Source: an optimization exercise on an open RTL-to-GDS flow (aim: small area, a short achievable clock period and few clock cycles per item). Production flows keep margins and buffers that such runs may drop. Function was checked by simulation only, so behaviour that the tests miss may differ from the original. No activity file was given, so power comes from the tool's default toggle rates.

`config.mk`:
```
export PLATFORM = sky130hd
export DESIGN_NAME = cache_l1_top
export DESIGN_NICKNAME = cache_l1_top
export VERILOG_FILES = /design/flow/design.v
export SDC_FILE = /design/flow/constraint.sdc
export NUM_CORES = 8
export LEC_CHECK = 0
export CAP_MARGIN = 20
export CORE_MARGIN = 2
export CORE_UTILIZATION = 40
export SLEW_MARGIN = 20
```
`constraint.sdc`:
```
create_clock -name core_clock -period 12.0 [get_ports {clk}]
set_input_delay 2.4000 -clock core_clock [delete_from_list [all_inputs] [get_ports {clk}]]
set_output_delay 2.4000 -clock core_clock [all_outputs]
set_load 0.01 [all_outputs]
```
`design.v`:
```
package addr_pkg;
  typedef union packed {
    logic [24-1:0] word;
    struct packed {
      logic [18-1:0]    tag;
      logic [4-1:0]  index;
      logic [2-1:0] offset;
    } f;
  } cache_addr_u;
endpackage
package line_pkg;
  typedef union packed {
    logic [32-1:0]         word;
    logic [(32/8)-1:0][7:0] bytes;   
  } cache_line_u;
endpackage
module tag_store (
  input  logic                      clk,
  input  logic                      reset,
  input  logic [4-1:0] index,
  input  logic [18-1:0]   tag,
  input  logic                      wr_en,       
  input  logic [2-1:0]   wr_way,
  input  logic                      set_dirty,
  output logic                      hit,
  output logic [2-1:0]   hit_way,
  output logic [18-1:0]   way_tag,     
  output logic                      way_dirty
);
  localparam int SETS = 1 << 4;
  logic [18-1:0]          tags_q [SETS][4];
  logic [SETS-1:0][4-1:0] valid_q;
  logic [SETS-1:0][4-1:0] dirty_q;
  always_comb begin
    hit = 1'b0;
    hit_way = '0;
    for (int w = 4 - 1; w >= 0; w--) begin   
      if (valid_q[index][w] && tags_q[index][w] == tag) begin
        hit = 1'b1;
        hit_way = 2'(w);
      end
    end
  end
  assign way_tag = tags_q[index][wr_way];
  assign way_dirty = valid_q[index][wr_way] & dirty_q[index][wr_way];
  always_ff @(posedge clk or posedge reset) begin
    if (reset) begin
      valid_q <= '0;
      dirty_q <= '0;
    end else if (wr_en) begin
      valid_q[index][wr_way] <= 1'b1;
      dirty_q[index][wr_way] <= 1'b0;   
    end else if (set_dirty) begin
      dirty_q[index][wr_way] <= 1'b1;
    end
  end
  always_ff @(posedge clk) begin
    if (wr_en) begin
      tags_q[index][wr_way] <= tag;
    end
  end
endmodule
module use_counters (
  input  logic                      clk,
  input  logic                      reset,
  input  logic [4-1:0] index,
  input  logic                      touch,
  input  logic                      fill,
  input  logic [2-1:0]   way,
  output logic [2-1:0]   victim_way
);
  localparam int SETS = 1 << 4;
  logic [SETS-1:0][4-1:0][3-1:0] cnt_q;
  always_comb begin
    logic [3-1:0] c0, c1, c2, c3;
    logic [3-1:0] min_lo, min_hi;
    logic                    pick_1, pick_3;
    c0 = cnt_q[index][0];
    c1 = cnt_q[index][1];
    c2 = cnt_q[index][2];
    c3 = cnt_q[index][3];
    pick_1 = c0 > c1;   
    min_lo = pick_1 ? c1 : c0;
    pick_3 = c2 > c3;
    min_hi = pick_3 ? c3 : c2;
    victim_way = {min_lo > min_hi, (min_lo <= min_hi) ? pick_1 : pick_3};
  end
  always_ff @(posedge clk or posedge reset) begin
    if (reset) begin
      cnt_q <= '0;   
    end else if (fill) begin
      cnt_q[index][way] <= 3'(1);
    end else if (touch && cnt_q[index][way] != '1) begin
      cnt_q[index][way] <= cnt_q[index][way] + 1'b1;
    end
  end
endmodule
module data_store (
  input  logic                       clk,
  input  logic [4-1:0]  index,
  input  logic [2-1:0]    way,
  input  logic [2-1:0] offset,
  input  logic                       byte_we,
  input  logic [7:0]                 wbyte,
  input  logic                       line_we,
  input  logic [32-1:0]   fill_line,
  output logic [32-1:0]   rline
);
  localparam int SETS = 1 << 4;
  logic [32-1:0] lines_q [SETS][4];
  assign rline = lines_q[index][way];
  always_ff @(posedge clk) begin
    if (line_we) begin
      lines_q[index][way] <= fill_line;
    end else if (byte_we) begin
      lines_q[index][way][8*offset +: 8] <= wbyte;   
    end
  end
endmodule
module cache_ctrl_fsm (
  input  logic                     clk,
  input  logic                     reset,
  input  logic                     cpu_req,
  input  logic                     cpu_we,
  input  logic [24-1:0] cpu_addr,
  input  logic [7:0]               cpu_wdata,
  output logic                     cpu_ack,
  output logic [7:0]               cpu_rdata,
  output logic                     mem_req,
  output logic                     mem_we,
  output logic [24-1:0] mem_addr,
  output logic [32-1:0] mem_wdata,
  input  logic                     mem_ack,
  input  logic [32-1:0] mem_rdata,
  output logic [4-1:0]  tag_index,
  output logic [18-1:0]    tag_tag,
  output logic                       tag_wr_en,
  output logic [2-1:0]    tag_wr_way,
  output logic                       tag_set_dirty,
  input  logic                       tag_hit,
  input  logic [2-1:0]    tag_hit_way,
  input  logic [18-1:0]    tag_way_tag,
  input  logic                       tag_way_dirty,
  output logic [4-1:0]  use_index,
  output logic                       use_touch,
  output logic                       use_fill,
  output logic [2-1:0]    use_way,
  input  logic [2-1:0]    use_victim_way,
  output logic [4-1:0]  data_index,
  output logic [2-1:0]    data_way,
  output logic [2-1:0] data_offset,
  output logic                       data_byte_we,
  output logic [7:0]                 data_wbyte,
  output logic                       data_line_we,
  output logic [32-1:0]   data_fill_line,
  input  logic [32-1:0]   data_rline
);
  localparam logic [2:0] S_IDLE     = 3'd0;
  localparam logic [2:0] S_LOOKUP   = 3'd1;
  localparam logic [2:0] S_WB_REQ   = 3'd2;
  localparam logic [2:0] S_WB_REL   = 3'd3;
  localparam logic [2:0] S_FILL_REQ = 3'd4;
  localparam logic [2:0] S_FILL_REL = 3'd5;
  localparam logic [2:0] S_RESPOND  = 3'd6;
  localparam logic [2:0] S_RELEASE  = 3'd7;
  logic [2:0]              state;
  addr_pkg::cache_addr_u   addr_q;      
  logic [2-1:0] way_q;       
  logic [2-1:0] cur_way;
  logic                    fill_done;
  addr_pkg::cache_addr_u   wb_addr;
  addr_pkg::cache_addr_u   fill_addr;
  line_pkg::cache_line_u   rline;
  assign cur_way = (state == S_LOOKUP) ? (tag_hit ? tag_hit_way : use_victim_way) : way_q;
  assign fill_done = (state == S_FILL_REQ) && mem_ack;
  assign rline = data_rline;
  always_comb begin
    wb_addr.f.tag = tag_way_tag;
    wb_addr.f.index = addr_q.f.index;
    wb_addr.f.offset = '0;
    fill_addr = addr_q;
    fill_addr.f.offset = '0;   
  end
  assign tag_index = addr_q.f.index;
  assign tag_tag = addr_q.f.tag;
  assign tag_wr_way = cur_way;
  assign tag_wr_en = fill_done;
  assign tag_set_dirty = (state == S_RESPOND) && cpu_we;
  assign use_index = addr_q.f.index;
  assign use_way = cur_way;
  assign use_touch = (state == S_LOOKUP) && tag_hit;
  assign use_fill = fill_done;
  assign data_index = addr_q.f.index;
  assign data_way = cur_way;
  assign data_offset = addr_q.f.offset;
  assign data_byte_we = (state == S_RESPOND) && cpu_we;
  assign data_wbyte = cpu_wdata;
  assign data_line_we = fill_done;
  assign data_fill_line = mem_rdata;
  always_ff @(posedge clk or posedge reset) begin
    if (reset) begin
      state <= S_IDLE;
      cpu_ack <= 1'b0;
      mem_req <= 1'b0;
      mem_we <= 1'b0;
    end else begin
      case (state)
        S_IDLE: if (cpu_req) state <= S_LOOKUP;
        S_LOOKUP: begin
          if (tag_hit) begin
            state <= S_RESPOND;
          end else begin
            mem_req <= 1'b1;
            mem_we <= tag_way_dirty;   
            state <= tag_way_dirty ? S_WB_REQ : S_FILL_REQ;
          end
        end
        S_WB_REQ: begin
          if (mem_ack) begin
            mem_req <= 1'b0;
            state <= S_WB_REL;
          end
        end
        S_WB_REL: begin
          if (!mem_ack) begin
            mem_req <= 1'b1;
            mem_we <= 1'b0;
            state <= S_FILL_REQ;
          end
        end
        S_FILL_REQ: begin
          if (mem_ack) begin
            mem_req <= 1'b0;
            state <= S_FILL_REL;
          end
        end
        S_FILL_REL: if (!mem_ack) state <= S_RESPOND;
        S_RESPOND: begin
          cpu_ack <= 1'b1;
          state <= S_RELEASE;
        end
        S_RELEASE: begin
          if (!cpu_req) begin
            cpu_ack <= 1'b0;
            state <= S_IDLE;
          end
        end
        default: state <= S_IDLE;
      endcase
    end
  end
  always_ff @(posedge clk) begin
    if (state == S_IDLE && cpu_req) addr_q <= cpu_addr;
    if (state == S_LOOKUP) begin
      way_q <= cur_way;
      mem_wdata <= rline.word;
      mem_addr <= tag_way_dirty ? wb_addr.word : fill_addr.word;
    end
    if (state == S_WB_REL) mem_addr <= fill_addr.word;
    if (state == S_RESPOND) begin
      cpu_rdata <= cpu_we ? cpu_wdata : rline.bytes[addr_q.f.offset];
    end
  end
endmodule
module cache_l1_top (
  input  logic                     clk,
  input  logic                     reset,
  input  logic                     cpu_req,
  input  logic                     cpu_we,
  input  logic [24-1:0] cpu_addr,
  input  logic [7:0]               cpu_wdata,
  output logic                     cpu_ack,
  output logic [7:0]               cpu_rdata,
  output logic                     mem_req,
  output logic                     mem_we,
  output logic [24-1:0] mem_addr,
  output logic [32-1:0] mem_wdata,
  input  logic                     mem_ack,
  input  logic [32-1:0] mem_rdata
);
  logic [4-1:0]  tag_index;
  logic [18-1:0]    tag_tag;
  logic                       tag_wr_en;
  logic [2-1:0]    tag_wr_way;
  logic                       tag_set_dirty;
  logic                       tag_hit;
  logic [2-1:0]    tag_hit_way;
  logic [18-1:0]    tag_way_tag;
  logic                       tag_way_dirty;
  logic [4-1:0]  use_index;
  logic                       use_touch;
  logic                       use_fill;
  logic [2-1:0]    use_way;
  logic [2-1:0]    use_victim_way;
  logic [4-1:0]  data_index;
  logic [2-1:0]    data_way;
  logic [2-1:0] data_offset;
  logic                       data_byte_we;
  logic [7:0]                 data_wbyte;
  logic                       data_line_we;
  logic [32-1:0]   data_fill_line;
  logic [32-1:0]   data_rline;
  cache_ctrl_fsm cache_ctrl_fsm_inst (
    .clk            (clk),
    .reset          (reset),
    .cpu_req        (cpu_req),
    .cpu_we         (cpu_we),
    .cpu_addr       (cpu_addr),
    .cpu_wdata      (cpu_wdata),
    .cpu_ack        (cpu_ack),
    .cpu_rdata      (cpu_rdata),
    .mem_req        (mem_req),
    .mem_we         (mem_we),
    .mem_addr       (mem_addr),
    .mem_wdata      (mem_wdata),
    .mem_ack        (mem_ack),
    .mem_rdata      (mem_rdata),
    .tag_index      (tag_index),
    .tag_tag        (tag_tag),
    .tag_wr_en      (tag_wr_en),
    .tag_wr_way     (tag_wr_way),
    .tag_set_dirty  (tag_set_dirty),
    .tag_hit        (tag_hit),
    .tag_hit_way    (tag_hit_way),
    .tag_way_tag    (tag_way_tag),
    .tag_way_dirty  (tag_way_dirty),
    .use_index      (use_index),
    .use_touch      (use_touch),
    .use_fill       (use_fill),
    .use_way        (use_way),
    .use_victim_way (use_victim_way),
    .data_index     (data_index),
    .data_way       (data_way),
    .data_offset    (data_offset),
    .data_byte_we   (data_byte_we),
    .data_wbyte     (data_wbyte),
    .data_line_we   (data_line_we),
    .data_fill_line (data_fill_line),
    .data_rline     (data_rline)
  );
  tag_store tag_store_inst (
    .clk       (clk),
    .reset     (reset),
    .index     (tag_index),
    .tag       (tag_tag),
    .wr_en     (tag_wr_en),
    .wr_way    (tag_wr_way),
    .set_dirty (tag_set_dirty),
    .hit       (tag_hit),
    .hit_way   (tag_hit_way),
    .way_tag   (tag_way_tag),
    .way_dirty (tag_way_dirty)
  );
  use_counters use_counters_inst (
    .clk        (clk),
    .reset      (reset),
    .index      (use_index),
    .touch      (use_touch),
    .fill       (use_fill),
    .way        (use_way),
    .victim_way (use_victim_way)
  );
  data_store data_store_inst (
    .clk       (clk),
    .index     (data_index),
    .way       (data_way),
    .offset    (data_offset),
    .byte_we   (data_byte_we),
    .wbyte     (data_wbyte),
    .line_we   (data_line_we),
    .fill_line (data_fill_line),
    .rline     (data_rline)
  );
endmodule
```
`run.sh`:
```
#!/bin/bash
# synth_recipe.tcl (not shown) runs the flow's synth.tcl, then flattens the netlist and writes it again
# the make line also repeats each setting of config.mk as NAME=value (left out here)
make -C /OpenROAD-flow-scripts/flow DESIGN_CONFIG=/design/flow/config.mk WORK_HOME=/design/flow/orfs CLKGATE_MAP_FILE= SYNTH_SCRIPT=/design/flow/synth_recipe.tcl finish
```
==> run summary <==
Power and ir drop
For this design the static power due to leakage is roughly 62 nW. The areal power density over the cells is around 220 nW/um2. IR analysis of the VDD net gives a maximum drop of around 0.00024 V. The power consumption is roughly 0.04 W.

Floorplan
After floorplanning, the core was divided into between 200 and 250 placement rows. Once the floorplan was initialized, standard cells occupied between 40% and 50% of the core. The area of the core is 406000 um2.

In this run the count of I/O pins placed on the die edge is between 100 and 150. The overall die height is about 640 um. In this run the horizontal extent of the chip is roughly 640 um.

The area of the die is just over 400000 um2.

Setup path
The setup check on the worst reg-to-reg path leaves a slack of approximately 0.42 ns. In this design, the stage delay of the slowest critical-path cell is ~0.73 ns. The start-to-end type of the worst setup path is flop to flop. The worst setup path is launched from a flop.

The slowest stage of the critical path is the sky130_fd_sc_hd__and2b_2 cell. The kind of capture point of the worst setup path is a flop. Grouping stages by cell kind, the critical path spends the most delay in simple AND/OR/NAND/NOR gates.

At the worst endpoint, the arrival time is 12.40 ns. In this run the worst setup path begins at cache_ctrl_fsm_inst.addr_q[2]. The largest fanout on the critical path is 88. The most numerous cell type found on the critical path is sky130_fd_sc_hd__buf_12.

Together, buffers and inverters on the worst path number 6. The launch point of the worst reg-to-reg path is cache_ctrl_fsm_inst.addr_q[2]. Data on the critical path is required at its endpoint by between 10 and 15 ns.

Timing
The post-route minimum period is approximately 12 ns. The portion of the clock cycle consumed by the worst path in the final layout is between 90% and 100%. The final count of pins violating max slew was 0. Setup slack on the critical path of the routed design comes to 0.416 ns. For the pin with the worst max-slew slack, the measured transition is approximately 1.3 ns. Setup repair after global routing left no endpoint under its margin. Clock skew on the completed layout was measured at 0.101 ns. The number of setup violations in the final report is 0. The maximum clock frequency is around 86 MHz. In this run the tightest slew margin relative to its limit is 12.3%. The final hold violation count is 0.

Setup total negative slack on the finished layout was measured at 0 ns.

Synthesis
Summed over all instances, the cell type with the most area after synthesis is sky130_fd_sc_hd__edfxtp_1. In this run, synthesis inferred approximately 3300 flip-flops with an integrated enable. During synthesis, Yosys emitted a total of 4 warnings. Yosys instantiated no cell more often than sky130_fd_sc_hd__edfxtp_1. The area share of the largest cell type after synthesis is 60.7%. By count the netlist is led by sky130_fd_sc_hd__edfxtp_1, sky130_fd_sc_hd__nand2_1, sky130_fd_sc_hd__a21oi_1. The dominant register cell in the synthesized netlist is sky130_fd_sc_hd__edfxtp_1.

After synthesis the netlist holds a flip-flop and latch count of 3618. In the post-synthesis netlist, the biggest area contributors are sky130_fd_sc_hd__edfxtp_1, sky130_fd_sc_hd__mux4_2, sky130_fd_sc_hd__dfrtp_1. Summing the sequential cell areas from Yosys gives around 66% of the chip area. After synthesis the cells add up to 163000 um2. The synthesized instance count is 11800. After synthesis, the share of flip-flops with an asynchronous set or reset is under 10%. The synthesized area divided by synthesized cell count is approximately 14 um2. Counting distinct cell types in the post-synthesis netlist gives roughly 120.

Clocking
The number of clock buffers inserted by TritonCTS is ~390. The later pin in the worst-skew pair is clocked with a latency of approximately 1.0 ns. The cell at the root of the clock tree is sky130_fd_sc_hd__clkbuf_16. The number of levels in the clock H-tree is 5. The CTS clock-pin slew for the worst setup and hold paths is ~0.060 ns. In this run the deepest clock path goes through 4 buffers. The CTS tree is yes. The clock net sink count is 3618.

Global route
Global routing finished with a remaining overflow of 0. The first global-routing pass estimated 941000 um of wire. The layer with the highest usage after global routing is met2.

The via count of the first global-routing pass is about 110k. For this run, global-route usage on met1 was measured as 43.4%. The initial antenna violation count is between 60 and 70. The total global-route track usage is about a third.

Global routing used a little under half of the available met2 tracks. The met3 capacity usage during global routing is about a tenth. Entering global routing, the biggest net connects 146 pins.

Run status
The run finished with no timing, DRC or antenna violations.

Job
Max-cap violations in this run came to 0.

Placement
Detailed placement ended at an HPWL of about 420000 um. The minimum setup slack after placement is 0.197 ns. Buffers placed on the I/O ports in this run total approximately 130. The congestion estimate from routability-driven global placement came to approximately 1.

Detailed routing
The residual DRC count is 0. The wire length per cell is just under 40 um. In this run the remaining antenna-violating nets after routing total 0. The detail-routed via count per cell is between 6 and 7. The total number of vias is roughly 120k.

The routed design has around 700000 um of wire. Before antenna repair, the detailed router went through 9 iterations. The detailed router's first-iteration violation count is 22100.

Layout
The final layout net count is around 12000. The post-route netlist has about 15% of its cells at a drive strength greater than 1. The synthesis-to-layout area growth is 13.1%.

Min path
The startpoint identified for the worst hold timing path is tag_store_inst.valid_q[28]. The class of the tightest hold or removal check is flop to flop.
-- cell families after synthesis --
group	synth area share [%]
AOI/OAI and AO/OA	12.0
muxes	10.9
buffers and inverters	3.06
adders and majority gates	0.248
xor gates and xnor gates	0.479
other	0.00231
DFF	65.8
and+or+nand+nor	7.48
-- registers in the layout, indices dropped and copies added (netlist names), 2 cells and up, named ones only --
| signal | cells |
|---|---|
| cache_ctrl_fsm_inst.way_q | 2 |
| cache_ctrl_fsm_inst.addr_q | 24 |
| cache_ctrl_fsm_inst.cpu_rdata | 8 |
| cache_ctrl_fsm_inst.state | 3 |
| use_counters_inst.cnt_q | 192 |
| data_store_inst.lines_q | 2048 |
| cache_ctrl_fsm_inst.mem_addr | 22 |
| cache_ctrl_fsm_inst.mem_wdata | 32 |
| tag_store_inst.valid_q | 64 |
| tag_store_inst.tags_q | 1152 |
-- stage by stage --
| step | utilization [%] | cell area (um2) | cells | hold WS, ns |
|---|---|---|---|---|
| after floorplan | - | 163000 | 11800 | 0.438 |
| after global placement | 42.2 | 171000 | 16900 | 0.455 |
| after detailed placement | 42.2 | 171000 | 16900 | 0.466 |
| after CTS | 45.3 | 184000 | 17600 | 0.480 |
| after global routing | 45.4 | 184000 | 17600 | 0.497 |
| final | 45.4 | 184000 | 17600 | 0.477 |
-- what timing repair did --
item,CTS,global route
endpoints found under the setup margin,0,77
setup buffers,0,0
hold buffers,0,0
resized for setup,0,2
-- where the power goes --
group	internal [W]	total [W]	switching, W	leakage, nW
Clock	0.00685	0.0121	0.00527	6.13
Sequential	0.0144	0.0150	0.000665	34.1
Combinational	0.00370	0.0129	0.00922	21.5
Total	0.0249	0.0401	0.0152	61.7
-- worst register-to-register path, delay by kind of cell (launching register included) --
kind            cells  cell delay (ns)
xor+xnor            2             0.98
mux                 1             0.59
fa+ha+maj           5             1.38
buf+inv             6             1.58
flops               1             0.38
simple gates       11             3.75
compound gates      9             2.73
-- metal layers --
metal	share of wire, %	vias to the layer above	routed length (um)
met1	37	60500	255000
met5	0.034	-	239
met4	6.9	26	47900
li1	-	46400	-
met2	42	10400	294000
met3	14	2155	98800
-- area by class of cell --
type	count	area, um2
clock inverter	247	2290
timing repair buffer	628	5720
tap	5428	6790
antenna	39	97.6
fill	35500	221000
multi-input combinational	7150	51700
sequential	3618	107000
inverter	47	225
clock buffer	467	10200
-- cell usage in the layout, fill, tap and decap left out, drive strengths merged, types with 223 or more instances in the layout --
cell type     n
buf         495
edfxtp     3288
clkbuf      467
mux2i       681
a21oi       719
nor2        570
nand2      1429
a22oi       223
o21ai       728
dfrtp       326
mux4        401
nand3       385
-- worst paths after layout --
path,to,depth (start not counted)
max,use_counters_inst.cnt_q[22],34
min,tag_store_inst.valid_q[28],1
max reg2reg,use_counters_inst.cnt_q[22],34
min reg2reg,tag_store_inst.valid_q[28],1
max in group asynchronous,async pin,3
min in group asynchronous,use_counters_inst.cnt_q[46],2
Testbench counts, summed over its fixed seeds: cycles 121,941, accesses 24,000.

-- static timing again, ports no longer ideal --
How much do the figures lean on ideal ports? The routed layout below was timed once more, with nothing changed but the port constraints. Step 1, drivers: a clkbuf_16 drives clk and a buf_2 each remaining input, both assumed. Step 2 times the ports against the registers' clock, not the clock port: input delays grow and output delays shrink by t, the midpoint of the rising clock arrivals with the driver on. a / b / c = ideal / step 1 / step 2; a / b = the first two.
t (ns): 1.084
setup WS [ns]: 0.416 / 0.416 / 0.416
worst setup path after step 2: register to register
cell pins on the clock port's net: 1
After both steps setup and hold are still met in this run. The setup slack of this run moves by 0.000 ns with the drivers and by 0.000 ns with both steps.
